Background: an optimization exercise with open tools, aiming at small area, a short achievable clock period and few clock cycles. Do not read the settings as production practice.
Only simulation tests tie the RTL to the original design; equivalence was not proved.
Power is estimated from default activity; no workload was simulated.

==> design/flow/design.v <==
package fdc_pkg;
    localparam logic [1:0] ACT_DIGIT = 2'd0;
    localparam logic [1:0] ACT_OPER  = 2'd1;
    localparam logic [1:0] ACT_APPLY = 2'd2;
    localparam logic [1:0] ACT_CLEAR = 2'd3;
endpackage
module four_digit_calculator_core (
    input  logic        aclk,
    input  logic        aresetn,
    input  logic        s_tvalid,
    output logic        s_tready,
    input  logic [7:0]  s_tdata,
    input  logic [1:0]  s_tuser,
    output logic        m_tvalid,
    input  logic        m_tready,
    output logic [31:0] m_tdata,
    output logic [3:0]  m_tuser
);
    localparam logic [1:0] OP_ADD = 2'd0;
    localparam logic [1:0] OP_MUL = 2'd1;
    localparam logic [1:0] OP_SUB = 2'd2;
    localparam logic [1:0] OP_DIV = 2'd3;
    localparam logic [3:0] ST_IDLE   = 4'd0;
    localparam logic [3:0] ST_MUL    = 4'd1;
    localparam logic [3:0] ST_MULFIN = 4'd2;
    localparam logic [3:0] ST_RED    = 4'd3;
    localparam logic [3:0] ST_NEG    = 4'd4;
    localparam logic [3:0] ST_DCMP   = 4'd5;
    localparam logic [3:0] ST_DIV    = 4'd6;
    localparam logic [3:0] ST_QNEG   = 4'd7;
    localparam logic [3:0] ST_MODFIN = 4'd8;
    localparam logic [3:0] ST_CHKW   = 4'd9;    
    localparam logic DM_L = 1'b0;    
    localparam logic DM_S = 1'b1;    
    logic       q0_v;
    logic [5:0] q0;               
    logic [3:0] in_dig;
    logic       pop;
    assign in_dig   = (s_tdata[3:0] > 4'd9) ? 4'd9 : s_tdata[3:0];
    assign s_tready = !q0_v || pop;
    always_ff @(posedge aclk) begin
        if (!aresetn) begin
            q0_v <= 1'b0;
        end else if (s_tready) begin
            q0_v <= s_tvalid;
            q0   <= {s_tuser, in_dig};
        end
    end
    logic [31:0] acc;             
    logic [13:0] ent;             
    logic [15:0] bcd;             
    logic [1:0]  opr;             
    logic [31:0] w;               
    logic [3:0]  st;
    logic [4:0]  cnt;
    logic [2:0]  bd;              
    logic        modr;            
    logic        negq;            
    logic        modd;            
    logic        dm;              
    logic        vld;             
    logic        show_a, show_e, name_r, fault_r;
    logic [1:0]  h_act;
    logic [3:0]  h_dig;
    logic        idle, out_free, exec;
    logic        h_digit, h_apply;
    assign h_act    = q0[5:4];
    assign h_dig    = q0[3:0];
    assign idle     = (st == ST_IDLE);
    assign out_free = !vld || m_tready;
    assign exec     = q0_v && idle && out_free;
    assign pop      = exec;
    assign h_digit  = (h_act == fdc_pkg::ACT_DIGIT);
    assign h_apply  = (h_act == fdc_pkg::ACT_APPLY);
    logic [16:0] ebits;           
    logic [3:0]  ndig;            
    logic        one_dig, top2;
    logic [2:0]  top_win, first_win, next_win;
    assign ebits = {2'b00, ent, 1'b0};
    always_comb begin
        if      (ent[13])            ndig = 4'd8;
        else if (ent[12:11] != 2'd0) ndig = 4'd7;
        else if (ent[10:9]  != 2'd0) ndig = 4'd6;
        else if (ent[8:7]   != 2'd0) ndig = 4'd5;
        else if (ent[6:5]   != 2'd0) ndig = 4'd4;
        else if (ent[4:3]   != 2'd0) ndig = 4'd3;
        else                         ndig = 4'd2;
    end
    function automatic logic [2:0] win(input logic [16:0] eb, input logic [2:0] i);
        win = eb[{i, 1'b0} +: 3];
    endfunction
    assign one_dig   = (ent[13:1] == 13'd0);
    assign top_win   = win(ebits, 3'(ndig - 4'd1));
    assign top2      = top_win[1] && top_win[0];           
    assign first_win = win(ebits, 3'(ndig - 4'd2));
    assign next_win  = win(ebits, 3'(cnt[2:0] - 3'd1));
    logic [31:0] kmul;
    logic [4:0]  mt;
    assign mt = w[16:12];
    always_comb begin
        kmul = 32'd0;
        if (mt == 5'h1b) kmul = 32'h00015f90;    
        if (mt == 5'h1c) kmul = 32'h00011170;    
        if (mt == 5'h1d) kmul = 32'h0000c350;    
        if (mt == 5'h1e) kmul = 32'h00009c40;    
        if (mt == 5'h1f) kmul = 32'h00004e20;    
        if (mt == 5'h01) kmul = 32'hffffd8f0;    
        if (mt == 5'h02) kmul = 32'hffff8ad0;    
        if (mt == 5'h03) kmul = 32'hffff63c0;    
        if (mt == 5'h04) kmul = 32'hffff15a0;    
        if (mt == 5'h05) kmul = 32'hfffec780;    
        if (mt == 5'h06) kmul = 32'hfffea070;    
        if (mt == 5'h07) kmul = 32'hfffe5250;    
        if (mt == 5'h08) kmul = 32'hfffe0430;    
        if (mt == 5'h09) kmul = 32'hfffddd20;    
        if (mt == 5'h0a) kmul = 32'hfffd8f00;    
        if (mt == 5'h0b) kmul = 32'hfffd40e0;    
    end
    logic [31:0] kfin;
    always_comb begin
        if      (w[17] && w[17:0] < 18'd252144)   kfin = 32'd20000;    
        else if (w[17])                          kfin = 32'd10000;
        else if (w[17:0] < 18'd10000)            kfin = 32'd0;
        else if (w[17:0] < 18'd20000)            kfin = 32'hffffd8f0;    
        else if (w[17:0] < 18'd30000)            kfin = 32'hffffb1e0;    
        else if (w[17:0] < 18'd40000)            kfin = 32'hffff8ad0;    
        else                                     kfin = 32'hffff63c0;    
    end
    logic [31:0] kdig;
    always_comb begin
        case (bcd[15:12])
            4'd1:    kdig = 32'hffffd8f0;
            4'd2:    kdig = 32'hffffb1e0;
            4'd3:    kdig = 32'hffff8ad0;
            4'd4:    kdig = 32'hffff63c0;
            4'd5:    kdig = 32'hffff3cb0;
            4'd6:    kdig = 32'hffff15a0;
            4'd7:    kdig = 32'hfffeee90;
            4'd8:    kdig = 32'hfffec780;
            4'd9:    kdig = 32'hfffea070;
            default: kdig = 32'd0;
        endcase
        kdig[3] = h_dig[3];
    end
    logic [31:0] x, y, k, s;
    logic        inv;
    logic        bneg;
    logic [13:0] dvs;
    logic        abit;
    assign bneg = bd[2] && !(bd[1] && bd[0]);
    assign dvs  = modd ? 14'd10000 : ent;
    always_comb begin
        abit = (dm == DM_S) ? acc[13] : acc[31];
    end
    logic sx_acc, sx_entd, sx_w4, sx_w, sx_wab;
    logic sy_ent, sy_ent2, sy_acc, sy_acc2, sy_dvs;
    logic sinv, sdiv, sk_dig, sk_mul, sk_fin, sk_red, sk_mod;
    always_comb begin
        x = ({32{sx_acc}}  & acc)
          | ({32{sx_entd}} & {15'd0, ent, h_dig[2:0]})        
          | ({32{sx_w4}}   & {w[29:0], 2'b00})
          | ({32{sx_w}}    & w)
          | ({32{sx_wab}}  & {w[30:0], abit});
        y = ({32{sy_ent}}  & {18'd0, ent})
          | ({32{sy_ent2}} & {17'd0, ent, 1'b0})              
          | ({32{sy_acc}}  & acc)
          | ({32{sy_acc2}} & {acc[30:0], 1'b0})
          | ({32{sy_dvs}}  & {18'd0, dvs});
        inv = sinv || (sdiv && !w[31]);
        k = ({32{sk_dig}} & kdig)
          | ({32{sk_mul}} & kmul)
          | ({32{sk_fin}} & kfin)
          | ({32{sk_red}} & 32'hffffd8f0)                     
          | ({32{sk_mod && w[31]}} & 32'd10000);
    end
    assign s = x + (inv ? ~y : y) + {31'd0, inv} + {12'd0, k[19:0]};
    logic [31:0] s_small;         
    assign s_small = {18'd0, s[13:0]};
    logic acc_zero, ent_zero, acc_neg, s_neg, qb;
    assign ent_zero = (ent == 14'd0);
    assign acc_zero = (acc == 32'd0);
    assign acc_neg  = acc[31];
    assign s_neg    = s[31];
    logic  add_ge, near_min, small_neg;
    assign add_ge    = ({1'b0, acc[13:0]} + {1'b0, ent}) >= 15'd10000;
    assign near_min  = (acc[31:14] == 18'h20000);
    assign small_neg = (acc[31:17] == 15'h7fff);
    assign qb       = !s[31];
    logic  acc_lt_ent;
    assign acc_lt_ent = (acc[31:14] == 18'd0) && (acc[13:0] < ent);
    logic [31:0] acc_nx, w_nx;
    logic [13:0] ent_nx;
    logic [3:0]  st_nx;
    logic [4:0]  cnt_nx;
    logic [2:0]  bd_nx;
    logic        modr_nx, negq_nx, modd_nx;
    logic        dm_nx;
    logic        fin, fin_fault, divgo;
    always_comb begin
        acc_nx    = acc;
        w_nx      = s;            
        ent_nx    = ent;
        st_nx     = st;
        cnt_nx    = cnt;
        bd_nx     = bd;
        modr_nx   = modr;
        negq_nx   = negq;
        modd_nx   = modd;
        dm_nx     = dm;
        fin       = 1'b0;
        fin_fault = 1'b0;
        divgo     = 1'b0;
        case (st)
            ST_IDLE: begin
                if (exec) begin
                    case (h_act)
                        fdc_pkg::ACT_DIGIT: ent_nx = s[13:0];
                        fdc_pkg::ACT_CLEAR: begin
                            ent_nx = 14'd0;
                            acc_nx = 32'd0;
                        end
                        fdc_pkg::ACT_APPLY: begin
                            case (opr)
                                OP_ADD: begin
                                    acc_nx = s;
                                    ent_nx = 14'd0;
                                    if (!acc_neg && add_ge) st_nx = ST_RED;
                                    else                    fin   = 1'b1;
                                end
                                OP_SUB: begin
                                    acc_nx = s;
                                    ent_nx = 14'd0;
                                    w_nx   = 32'd0;
                                    if (near_min) st_nx = ST_CHKW;
                                    else          fin   = 1'b1;
                                end
                                OP_MUL: begin
                                    modr_nx = !acc_neg;
                                    if (ent_zero || acc_zero) begin
                                        acc_nx = 32'd0;
                                        ent_nx = 14'd0;
                                        fin    = 1'b1;
                                    end else begin
                                        if (one_dig) begin
                                            w_nx  = s;        
                                            st_nx = ST_MULFIN;
                                        end else if (top2) begin
                                            w_nx   = 32'd0;
                                            st_nx  = ST_MUL;
                                            cnt_nx = 5'(ndig - 4'd1);
                                            bd_nx  = top_win;
                                        end else begin
                                            w_nx   = s;       
                                            st_nx  = ST_MUL;
                                            cnt_nx = 5'(ndig - 4'd2);
                                            bd_nx  = first_win;
                                        end
                                    end
                                end
                                default: begin   
                                    modd_nx = 1'b0;
                                    negq_nx = acc_neg;
                                    if (ent_zero) begin
                                        fin       = 1'b1;    
                                        fin_fault = 1'b1;
                                    end else if (acc_neg) begin
                                        acc_nx = s;           
                                        st_nx  = ST_DCMP;
                                    end else if (acc_lt_ent) begin
                                        acc_nx = 32'd0;       
                                        ent_nx = 14'd0;
                                        fin    = 1'b1;
                                    end else begin
                                        divgo = 1'b1;
                                    end
                                end
                            endcase
                        end
                        default: ;
                    endcase
                end
            end
            ST_MUL: begin
                w_nx   = s;
                bd_nx  = next_win;
                cnt_nx = cnt - 5'd1;
                if (cnt[2:0] == 3'd0) begin
                    if (modr || !small_neg) begin
                        st_nx = ST_MULFIN;
                    end else begin
                        acc_nx = s;
                        ent_nx = 14'd0;
                        st_nx  = ST_IDLE;
                        fin    = 1'b1;
                    end
                end
            end
            ST_MULFIN: begin
                acc_nx = modr ? s_small : s;
                ent_nx = 14'd0;
                w_nx   = 32'd0;
                if (!modr && !w[31]) begin
                    st_nx   = ST_DIV;
                    modd_nx = 1'b1;
                    negq_nx = 1'b0;
                    dm_nx   = DM_L;
                    cnt_nx  = 5'd31;
                    w_nx    = 32'd0;
                end else begin
                    st_nx = ST_IDLE;
                    fin   = 1'b1;
                end
            end
            ST_DCMP: begin
                if (acc_lt_ent) begin
                    acc_nx = 32'd0;
                    ent_nx = 14'd0;
                    st_nx  = ST_IDLE;
                    fin    = 1'b1;
                end else begin
                    divgo = 1'b1;
                end
            end
            ST_DIV: begin
                w_nx   = s;
                acc_nx = (dm == DM_S) ? {acc[31:14], acc[12:0], qb} : {acc[30:0], qb};
                cnt_nx = cnt - 5'd1;
                if (cnt == 5'd0) begin
                    ent_nx = 14'd0;
                    if (modd)      st_nx = ST_MODFIN;
                    else if (negq) st_nx = ST_QNEG;
                    else begin
                        st_nx = ST_IDLE;
                        fin   = 1'b1;
                    end
                end
            end
            ST_NEG: begin
                acc_nx = s;
                st_nx  = ST_DCMP;
            end
            ST_CHKW: begin
                if (!acc_neg) begin
                    st_nx   = ST_DIV;
                    modd_nx = 1'b1;
                    negq_nx = 1'b0;
                    dm_nx   = DM_L;
                    cnt_nx  = 5'd31;
                    w_nx    = 32'd0;
                end else begin
                    st_nx = ST_IDLE;
                    fin   = 1'b1;
                end
            end
            default: begin   
                acc_nx = (st == ST_QNEG) ? s : s_small;
                st_nx  = ST_IDLE;
                fin    = 1'b1;
            end
        endcase
        if (divgo) begin
            st_nx = ST_DIV;
            if (acc[31:14] != 18'd0) begin
                dm_nx  = DM_L;
                cnt_nx = 5'd31;
                w_nx   = 32'd0;
            end else begin
                dm_nx  = DM_S;
                cnt_nx = 5'd13;
                w_nx   = 32'd0;
            end
        end
    end
    logic [1:0] opr_nx, nh_act;
    logic       idle_n, dig_n, app_n, as_n, md_n, bneg_n, bsel1_n, bsel2_n;
    always_comb begin
        opr_nx = opr;
        if (exec && h_act == fdc_pkg::ACT_OPER)  opr_nx = opr + 2'd1;
        if (exec && h_act == fdc_pkg::ACT_CLEAR) opr_nx = OP_ADD;
    end
    assign nh_act  = s_tready ? s_tuser : h_act;
    assign idle_n  = (st_nx == ST_IDLE);
    assign dig_n   = idle_n && (nh_act == fdc_pkg::ACT_DIGIT);
    assign app_n   = idle_n && (nh_act != fdc_pkg::ACT_DIGIT);
    assign as_n    = app_n && !opr_nx[0];                  
    assign md_n    = app_n && opr_nx[0];                   
    assign bneg_n  = bd_nx[2] && !(bd_nx[1] && bd_nx[0]);
    assign bsel1_n = (bd_nx[0] != bd_nx[1]);
    assign bsel2_n = (bd_nx == 3'b011) || (bd_nx == 3'b100);
    always_ff @(posedge aclk) begin
        sx_acc  <= as_n || (st_nx == ST_RED) || (st_nx == ST_DCMP);
        sx_entd <= dig_n;
        sx_w4   <= (st_nx == ST_MUL);
        sx_w    <= (st_nx == ST_MULFIN) || (st_nx == ST_MODFIN);
        sx_wab  <= (st_nx == ST_DIV);
        sy_ent  <= as_n || (st_nx == ST_DCMP);
        sy_ent2 <= dig_n;
        sy_acc  <= md_n || (st_nx == ST_NEG) || (st_nx == ST_QNEG) || ((st_nx == ST_MUL) && bsel1_n);
        sy_acc2 <= (st_nx == ST_MUL) && bsel2_n;
        sy_dvs  <= (st_nx == ST_DIV);
        sinv    <= (app_n && opr_nx[1]) || (st_nx == ST_NEG) || (st_nx == ST_QNEG) || (st_nx == ST_DCMP)
                   || ((st_nx == ST_MUL) && bneg_n);
        sdiv    <= (st_nx == ST_DIV);
        sk_dig  <= dig_n;
        sk_mul  <= (st_nx == ST_MUL) && modr_nx;
        sk_fin  <= (st_nx == ST_MULFIN) && modr_nx;
        sk_red  <= (st_nx == ST_RED);
        sk_mod  <= (st_nx == ST_MODFIN);
    end
    always_ff @(posedge aclk) begin
        if (!aresetn) begin
            acc     <= 32'd0;
            ent     <= 14'd0;
            bcd     <= 16'd0;
            opr     <= OP_ADD;
            st      <= ST_IDLE;
            vld     <= 1'b0;
            show_a  <= 1'b0;
            show_e  <= 1'b0;
            name_r  <= 1'b0;
            fault_r <= 1'b0;
        end else begin
            acc <= acc_nx;
            ent <= ent_nx;
            if (exec) begin
                if (h_digit) bcd <= {bcd[11:0], h_dig};
                else if (h_act != fdc_pkg::ACT_OPER) bcd <= 16'd0;
            end
            st  <= st_nx;
            opr <= opr_nx;
            if (exec && !h_apply) begin
                vld     <= 1'b1;
                show_a  <= 1'b0;
                show_e  <= h_digit;
                name_r  <= (h_act == fdc_pkg::ACT_OPER);
                fault_r <= 1'b0;
            end else if (fin) begin
                vld     <= 1'b1;
                show_a  <= 1'b1;
                show_e  <= 1'b0;
                name_r  <= 1'b0;
                fault_r <= fin_fault;
            end else if (m_tready) begin
                vld <= 1'b0;
            end
        end
    end
    always_ff @(posedge aclk) begin
        w    <= w_nx;
        cnt  <= cnt_nx;
        bd   <= bd_nx;
        modr <= modr_nx;
        negq <= negq_nx;
        modd <= modd_nx;
        dm   <= dm_nx;
    end
    assign m_tvalid = vld;
    assign m_tdata  = ({32{show_a}} & acc) | ({32{show_e}} & {18'd0, ent});
    assign m_tuser  = {fault_r, name_r, opr};
endmodule
==> design/flow/run.sh <==
#!/bin/bash
# synth_recipe.tcl (not shown) runs the flow's synth.tcl, then flattens the netlist and writes it again
# the make line also repeats each setting of config.mk as NAME=value (left out here)
make -C /OpenROAD-flow-scripts/flow DESIGN_CONFIG=/design/flow/config.mk WORK_HOME=/design/flow/orfs CLKGATE_MAP_FILE= SYNTH_SCRIPT=/design/flow/synth_recipe.tcl finish
==> design/flow/config.mk <==
export PLATFORM = sky130hd
export DESIGN_NAME = four_digit_calculator_core
export DESIGN_NICKNAME = four_digit_calculator_core
export VERILOG_FILES = /design/flow/design.v
export SDC_FILE = /design/flow/constraint.sdc
export NUM_CORES = 4
export LEC_CHECK = 0
export CAP_MARGIN = 20
export CORE_MARGIN = 2
export CORE_UTILIZATION = 40
export CTS_BUF_LIST = sky130_fd_sc_hd__clkbuf_4 sky130_fd_sc_hd__clkbuf_8
export CTS_CLUSTER_SIZE = 30
export SETUP_SLACK_MARGIN = 5
export SLEW_MARGIN = 20
export TNS_END_PERCENT = 5
==> design/flow/constraint.sdc <==
create_clock -name core_clock -period 10.0 [get_ports {aclk}]
set_input_delay 2.0000 -clock core_clock [delete_from_list [all_inputs] [get_ports {aclk}]]
set_output_delay 2.0000 -clock core_clock [all_outputs]
set_load 0.01 [all_outputs]
==> flow_summary.rst, run 1 <==
.. list-table::
   :header-rows: 1

   * - Metric
     - Value
   * - Cell type with the highest aggregate area in the netlist
     - sky130_fd_sc_hd__dfxtp_1
   * - Net count of the mapped netlist
     - 1767
   * - Number of buffers on the longest clock path
     - 2
   * - Worst Setup Path Type
     - in -> out
   * - Post-Route Utilization
     - 45.38%
   * - Number of global-route vias before repair
     - 11560
   * - Number of warnings reported in the yosys synthesis log
     - 1
   * - Average instance area after synthesis
     - 7.827 um2
   * - Average wire per cell in the routed design
     - 21.49 um
   * - Worst Path Max Fanout
     - 4
   * - Drc violations
     - 0
   * - Combined area of the multi-input logic cells
     - 9235 um2
   * - Largest net degree at the start of global routing
     - 78
   * - Fin crit period
     - 4.986 ns
   * - CTS H-tree depth
     - 4
   * - Critical Path Start Type
     - input pin
   * - Starting Density
     - 40.70%
   * - Worst slack at placement
     - 4.253 ns
   * - Final period util
     - 49.86%
   * - Floorplan die area
     - 33640 um2
   * - Max cap viols
     - 0
   * - Leak pwr
     - 5.947 nW
   * - Yosys reg bits
     - 151
   * - Worst setup slack after layout
     - 5.014 ns
   * - Placeable core area
     - 31640 um2
   * - Clock transition at the registers of the reported paths
     - 0.09 ns
   * - Register area
     - 3186 um2
   * - Crit-path leading delay family
     - buffers and inverters
   * - Total gr overflow
     - 0
   * - Site row count
     - 65
   * - Worst endpoint required time
     - 8.00 ns
   * - Average via count per standard cell
     - 6.260
   * - Setup Viol. Count Final
     - 0
   * - Final worst clock skew
     - 0.01079 ns
   * - Total inserted antenna cells
     - 0
   * - Gate count after technology mapping
     - 1645
   * - Die Span X
     - 183.4 um
   * - Endpoint class of the critical path
     - primary output
   * - Final net count
     - 1739
   * - Global-route wire length before repair
     - 67360 um
   * - Most instantiated flip-flop cell in the synthesis netlist
     - sky130_fd_sc_hd__dfxtp_1
   * - Number of buffers added by the clock tree synthesis step
     - 17
   * - List of most frequent post-synthesis cells
     - 166 x sky130_fd_sc_hd__nand2_1, 138 x sky130_fd_sc_hd__nor2_1, 137 x sky130_fd_sc_hd__dfxtp_1, 107 x sky130_fd_sc_hd__clkbuf_1, 97 x sky130_fd_sc_hd__a22oi_1
   * - Max Fclk
     - 200.5 MHz
   * - Post-synth ARST share
     - 0%
   * - Synth area leaders
     - sky130_fd_sc_hd__dfxtp_1 21%, sky130_fd_sc_hd__ha_1 8.6%, sky130_fd_sc_hd__a22oi_1 5.7%, sky130_fd_sc_hd__nand2_1 4.8%, sky130_fd_sc_hd__nor2_1 4.0%
   * - Final count of hold timing violations
     - 0
   * - Number of library cell types mapped by synthesis
     - 83
   * - Highest-delay cell along the critical path
     - sky130_fd_sc_hd__clkdlybuf4s50_1
   * - Setup repair after global routing missed its margin
     - yes
   * - CTS tree
     - built
   * - Number of antenna violations at the first check in global routing
     - 0
   * - Worst Tran Pin Value
     - 0.9582 ns
   * - Hold-fix buffers at CTS
     - 0
   * - Total power per unit cell area
     - 241.2 nW/um2
   * - Remaining antenna violation count after routing
     - 0
   * - Worst voltage drop across the vdd grid
     - 113.7 uV
   * - Share of layout cells above drive strength 1
     - 7.975%
   * - Post-synthesis sequential area ratio
     - 24.57%
   * - Count of pins over their slew limit
     - 0
   * - Class of the most critical hold timing path
     - reg -> reg
   * - Worst path buffer plus inverter count
     - 2
   * - Result of the run
     - timing/DRC/antenna clean
   * - First-pass DRT Iterations
     - 9
   * - # port buffers
     - 47
   * - Placed wire-length estimate
     - 30760 um
   * - Gp weighted congestion
     - 0.9525
   * - Routed WL
     - 43670 um
   * - Worst EP arrival
     - 2.99 ns
   * - Number of DRC markers after the initial detailed-route iteration
     - 1707
   * - Signed area change from the synthesized netlist to the final layout
     - 11.51%
   * - Die outline height
     - 183.4 um
   * - Number of enable-type register cells in the synthesized netlist
     - 14
   * - Cell with the most instances after synthesis
     - sky130_fd_sc_hd__nand2_1
   * - Clock latency reported for the late side of the worst-skew pair
     - 0.47 ns
   * - Setup TNS
     - 0 ns
   * - Headroom to the max-slew limit
     - 35.11%
   * - Clock sinks
     - 151
   * - Delay of the slowest cell on the worst path
     - 0.45 ns
   * - Buffer cell driving the clock tree root
     - sky130_fd_sc_hd__clkbuf_8
   * - Via count
     - 12720
   * - Area of the mapped netlist
     - 12870 um2
   * - Number of I/O pins
     - 52
   * - Worst path cell trace
     - clkdlybuf4s50_1 > nand2b_4 > nand3_4 > nand2_4 > clkdlybuf4s15_2
   * - Top-area cell type share of the netlist area
     - 21.30%
   * - Number of fill cells in the layout
     - 3106
   * - Global Route Usage Sum
     - 25.57%
==> tightest hold or removal path, stage by stage (launching register included) <==
cell,delay [ns]
sky130_fd_sc_hd__dfxtp_1,0.32
sky130_fd_sc_hd__nand2_1,0.05
sky130_fd_sc_hd__o21ai_1,0.05
==> flip-flops by register name (all words and copies together) (netlist names), 2 cells and up <==
register	cells
acc	32
w	32
bcd	16
ent	14
kdig	14
q0	6
cnt	5
st	4
bd	3
opr	2
==> per-layer routing <==
layer	up-vias	track usage (%)	share of wire, %
met1	6103	36.61	46
met5	-	0	0
met4	0	6.560	1.5
met3	46	3.832	7.4
li1	6022	-	-
met2	549	40.09	45
==> where the power goes <==
part / total (mW) / switching [mW] / internal [mW] / leakage [nW]
registers: 1.04 / 0.291 / 0.747 / 1.25
logic: 1.84 / 1.12 / 0.713 / 4.46
clock network: 0.589 / 0.261 / 0.328 / 0.238
total: 3.46 / 1.67 / 1.79 / 5.95
==> path summary, 6_finish.rpt <==
| kind | from | to | slack (ns) | depth (start not counted) |
|---|---|---|---|---|
| worst max-delay path | m_tready | s_tready | 5.01 | 5 |
| worst min-delay path | name_r | name_r | 0.46 | 2 |
| worst max register to register | w[4] | acc[24] | 5.06 | 21 |
| worst min register to register | name_r | name_r | 0.46 | 2 |
==> kinds of logic after synthesis <==
family	synth area share (%)
mux	1.944
xor+xnor	4.898
fa+ha+maj	11.60
simple gates	21.41
compound gates	29.89
flops	24.57
buf+inv	5.685
==> stage by stage <==
stage / instances / hold slack, ns / total power, mW / area, um2
final: 2032 / 0.4583 / 3.463 / 14360
after global routing: 2032 / 0.5019 / 3.686 / 14360
after CTS: 2028 / 0.4611 / 3.366 / 14170
after detailed placement: 1992 / 0.4440 / 2.749 / 13560
after global placement: 1992 / 0.4429 / 2.727 / 13560
after floorplan: 1645 / 0.4288 / 2.238 / 12870
==> layout by cell type (no fill, tap or decap), types with 33 or more instances in the layout <==
cell type                         Yosys  routed
sky130_fd_sc_hd__nand3_1             36      35
sky130_fd_sc_hd__nor2_1             138     138
sky130_fd_sc_hd__clkdlybuf4s50_1      0      45
sky130_fd_sc_hd__nor2b_1             53      52
sky130_fd_sc_hd__inv_1               62      62
sky130_fd_sc_hd__and2_1              35      35
sky130_fd_sc_hd__xor2_1              33      33
sky130_fd_sc_hd__ha_1                89      87
sky130_fd_sc_hd__nand2_1            166     165
sky130_fd_sc_hd__xnor2_1             39      38
sky130_fd_sc_hd__a21oi_1             85      78
sky130_fd_sc_hd__a22oi_1             97      97
sky130_fd_sc_hd__dfxtp_1            137     129
sky130_fd_sc_hd__o21ai_0             85      81
==> layout make-up <==
| class | count | area share (%) |
|---|---|---|
| clock inverter | 14 | 1.699 |
| inverter | 63 | 1.647 |
| sequential | 151 | 22.19 |
| multi-input combinational | 1305 | 64.33 |
| timing repair buffer | 79 | 4.950 |
| clock buffer | 18 | 1.682 |
| tap | 402 | 3.504 |
==> timing repair <==
item	in CTS	in global routing
resized for setup	27	37
endpoints found under the setup margin	24	44
gates cloned	0	0
pin swaps	8	10
buffers inserted	4	4
Testbench counts, summed over its fixed seeds: cycles 4,700.
==> run 2: changes to the inputs <==
--- a/design/flow/config.mk
+++ b/design/flow/config.mk
@@ -10,6 +10,7 @@
 export CORE_UTILIZATION = 40
 export CTS_BUF_LIST = sky130_fd_sc_hd__clkbuf_4 sky130_fd_sc_hd__clkbuf_8
 export CTS_CLUSTER_SIZE = 30
+export PLACE_DENSITY = 0.8
 export SETUP_SLACK_MARGIN = 5
 export SLEW_MARGIN = 20
 export TNS_END_PERCENT = 5
==> run 2 against run 1 <==
Still clean. Combinational power hardly changed. Area after synthesis stayed put. Sequential share of layout area is 0.37 points higher. Largest cell class unchanged.
==> flow_summary.rst, run 2 <==
.. list-table::
   :header-rows: 1

   * - Metric
     - Value
   * - Register area
     - 3183 um2 (about the same)
   * - Post-synth ARST share
     - 0% (unchanged)
   * - Area of the mapped netlist
     - 12870 um2 (unchanged)
   * - Global Route Usage Sum
     - 24.26% (-1.3 points)
   * - Setup TNS
     - 0 ns (unchanged)
   * - Top-area cell type share of the netlist area
     - 21.30% (unchanged)
   * - Number of buffers added by the clock tree synthesis step
     - 17 (unchanged)
   * - Most instantiated flip-flop cell in the synthesis netlist
     - sky130_fd_sc_hd__dfxtp_1
   * - Post-synthesis sequential area ratio
     - 24.57% (unchanged)
   * - Total gr overflow
     - 0 (unchanged)
   * - Critical Path Start Type
     - input pin
   * - Starting Density
     - 40.70% (unchanged)
   * - Max cap viols
     - 0 (unchanged)
   * - Largest net degree at the start of global routing
     - 78 (unchanged)
   * - Global-route wire length before repair
     - 66080 um (-1.9%)
   * - Gate count after technology mapping
     - 1645 (unchanged)
   * - Number of buffers on the longest clock path
     - 2 (unchanged)
   * - Setup repair after global routing missed its margin
     - yes
   * - Hold-fix buffers at CTS
     - 0 (unchanged)
   * - Number of enable-type register cells in the synthesized netlist
     - 14 (unchanged)
   * - Max Fclk
     - 198.9 MHz (-0.85%)
   * - Average wire per cell in the routed design
     - 20.56 um (-4.3%)
   * - Non-filler cells in the finished layout
     - 2022 (-0.49%)
   * - Average via count per standard cell
     - 6.580 (+5.1%)
   * - Result of the run
     - timing/DRC/antenna clean
   * - Total inserted antenna cells
     - 0 (unchanged)
   * - Die Span X
     - 183.4 um (unchanged)
   * - Leak pwr
     - 5.812 nW (-2.3%)
   * - Count of pins over their slew limit
     - 0 (unchanged)
   * - First-pass DRT Iterations
     - 9 (unchanged)
   * - Class of the most critical hold timing path
     - reg -> reg
   * - Largest registers
     - acc: 32 flops, w: 32 flops, bcd: 16 flops
   * - Placeable core area
     - 31640 um2 (unchanged)
   * - Worst setup slack after layout
     - 4.971 ns (-0.04251 ns)
   * - Remaining antenna violation count after routing
     - 0 (unchanged)
   * - Worst slack at placement
     - 4.177 ns (-0.07587 ns)
   * - Synth area leaders
     - sky130_fd_sc_hd__dfxtp_1 21%, sky130_fd_sc_hd__ha_1 8.6%, sky130_fd_sc_hd__a22oi_1 5.7%, sky130_fd_sc_hd__nand2_1 4.8%, sky130_fd_sc_hd__nor2_1 4.0%
   * - Final net count
     - 1729 (-0.58%)
   * - Buffer cell driving the clock tree root
     - sky130_fd_sc_hd__clkbuf_8
   * - Most common library cell in the layout ignoring fill and taps
     - sky130_fd_sc_hd__nand2_1
   * - Via count
     - 13300 (+4.6%)
   * - Site row count
     - 65 (unchanged)
   * - Final period util
     - 50.29% (+0.43 points)
   * - Routed WL
     - 41580 um (-4.8%)
   * - Post-Route Utilization
     - 44.60% (-0.78 points)
   * - List of most frequent post-synthesis cells
     - 166 x sky130_fd_sc_hd__nand2_1, 138 x sky130_fd_sc_hd__nor2_1, 137 x sky130_fd_sc_hd__dfxtp_1, 107 x sky130_fd_sc_hd__clkbuf_1, 97 x sky130_fd_sc_hd__a22oi_1
   * - Worst endpoint required time
     - 8.00 ns (about the same)
   * - Gp weighted congestion
     - 0.9690 (+1.7%)
   * - CTS H-tree depth
     - 4 (unchanged)
   * - Worst voltage drop across the vdd grid
     - 136.4 uV (+20%)
   * - Average instance area after synthesis
     - 7.827 um2 (unchanged)
   * - Yosys reg bits
     - 151 (unchanged)
   * - Setup Viol. Count Final
     - 0 (unchanged)
   * - Final worst clock skew
     - 0.01789 ns (+0.007104 ns)
   * - Total power per unit cell area
     - 233.2 nW/um2 (-3.3%)
   * - # port buffers
     - 47 (unchanged)
   * - Cell with the most instances after synthesis
     - sky130_fd_sc_hd__nand2_1
   * - CTS tree
     - built
   * - Floorplan die area
     - 33640 um2 (unchanged)
   * - Clock sinks
     - 151 (unchanged)
   * - Endpoint class of the critical path
     - primary output
   * - Drc violations
     - 0 (unchanged)
   * - Number of global-route vias before repair
     - 12560 (+8.7%)
   * - Clock transition at the registers of the reported paths
     - 0.08 ns (about the same)
   * - Number of cells after detailed placement
     - 1984 (-0.40%)
   * - Combined area of the multi-input logic cells
     - 9196 um2 (-0.42%)
   * - Signed area change from the synthesized netlist to the final layout
     - 9.582%
   * - Headroom to the max-slew limit
     - 35.30% (+0.19 points)
   * - Number of library cell types mapped by synthesis
     - 83 (unchanged)
   * - Fin crit period
     - 5.029 ns (+0.04251 ns)
   * - Net count of the mapped netlist
     - 1767 (unchanged)
   * - Die outline height
     - 183.4 um (unchanged)
   * - Number of warnings reported in the yosys synthesis log
     - 1 (unchanged)
   * - Number of fill cells in the layout
     - 3061 (-1.4%)
   * - Number of antenna violations at the first check in global routing
     - 0 (unchanged)
   * - Placed wire-length estimate
     - 29010 um (-5.7%)
   * - Worst Setup Path Type
     - in -> out
   * - Worst Tran Pin Value
     - 0.9616 ns (+0.003405 ns)
   * - Post-route worst hold slack
     - 0.4570 ns (-0.001240 ns)
   * - Final count of hold timing violations
     - 0 (unchanged)
   * - Number of DRC markers after the initial detailed-route iteration
     - 1759 (+3.0%)
   * - Clock latency reported for the late side of the worst-skew pair
     - 0.47 ns (about the same)
   * - Share of layout cells above drive strength 1
     - 7.346% (-0.63 points)
   * - Top library cells by usage in the layout, fill and taps aside
     - 164 x sky130_fd_sc_hd__nand2_1, 137 x sky130_fd_sc_hd__nor2_1, 127 x sky130_fd_sc_hd__dfxtp_1
   * - Number of I/O pins
     - 52 (unchanged)
   * - Cell type with the highest aggregate area in the netlist
     - sky130_fd_sc_hd__dfxtp_1
   * - Worst Path Max Fanout
     - 4 (unchanged)
   * - Worst EP arrival
     - 3.03 ns (+0.04 ns)
==> run 2: cell count changes in the layout (fill, tap and decap cells not counted), sizes merged <==
cell,before,now
bufinv,6,0
clkbuf,18,22
buf,33,23
clkinv,2,5
clkinvlp,2,5
inv,67,63
==> run 2: cell type report <==
type / instances / share of cell area [%]
clock inverters: 10 / 0.5232
multi-input cells: 1305 / 65.18
flip-flops and latches: 151 / 22.56
clock buffers: 22 / 2.013
well taps: 402 / 3.565
inverters: 63 / 1.676
repair buffers: 69 / 4.479
==> run 2: kinds of logic after synthesis <==
kind of cell / Yosys count / share of synthesized area [%]
mux: 22 / 1.944
buf+inv: 189 / 5.685
xor+xnor: 72 / 4.898
fa+ha+maj: 108 / 11.60
simple gates: 564 / 21.41
flops: 151 / 24.57
compound gates: 539 / 29.89
==> run 2: worst max-delay path, stage by stage <==
cell                              delay (ns)
sky130_fd_sc_hd__clkdlybuf4s50_1        0.46
sky130_fd_sc_hd__nand2b_4               0.16
sky130_fd_sc_hd__nand3_4                0.09
sky130_fd_sc_hd__nand2_2                0.09
sky130_fd_sc_hd__clkdlybuf4s15_2        0.22
==> run 2: path summary, 6_finish.rpt <==
check                 from        to  slack (ns)  cells past startpoint
setup / recovery  m_tready  s_tready        4.97                      5
hold / removal      name_r    name_r        0.46                      2
setup reg to reg    ent[7]      w[5]        5.11                     13
hold reg to reg     name_r    name_r        0.46                      2
==> run 2: timing repair <==
| item | in CTS | in global routing |
|---|---|---|
| pin swaps | 5 | 9 |
| buffers inserted | 5 | 1 |
| setup endpoints to repair | 27 | 49 |
| resized for setup | 28 | 30 |
==> run 2: metal layers <==
layer / wire length, um / global-route usage [%] / share of wire (%)
met3: 4128 / 4.944 / 9.9
met2: 18740 / 38.75 / 45
met4: 1923 / 13.15 / 4.6
met1: 16790 / 30.69 / 40
met5: 0 / 0 / 0
==> run 2: metrics by stage <==
step                      instance area (um2)  total power [mW]
after floorplan                         12870             2.238
after global placement                  13500             2.665
after detailed placement                13500             2.717
after CTS                               14000             3.196
after global routing                    14110             3.497
final                                   14110             3.290
==> run 2: report_power, final <==
group          internal (mW)  total (mW)  switching [mW]  leakage [nW]
clock                  0.193       0.442           0.248         0.172
combinational          0.696        1.82            1.12          4.39
sequential             0.746        1.03           0.284          1.25

## what the ideal ports hide
No port has a modelled driver above. Below, the same layouts with a new extraction and two added sets of constraints.
Step 1 sets driving cells, clkbuf_16 on the clock port and buf_2 on the other inputs (assumed; they add their load-dependent delay and slew).
Step 2 moves the port delays by t, midway between the first and last clock arrival at a register: inputs arrive t later, outputs are due t later. That takes back most of the time a late clock gives input paths.
Slacks: ideal / step 1 / step 2; pairs: ideal / step 1.
run	t (ns)	slack for setup (ns)	worst hold slack (ns)	clock arrival spread, ns
run 1	0.516	5.014 / 4.991 / 4.535	0.458 / 0.458 / 0.458	0.012 / 0.012
run 2	0.508	4.971 / 4.944 / 4.517	0.457 / 0.457 / 0.457	0.018 / 0.018
After both steps every run listed still meets setup and hold. The setup slack of run 1, which loses most, moves by -0.023 ns with the drivers and by -0.479 ns with both steps.
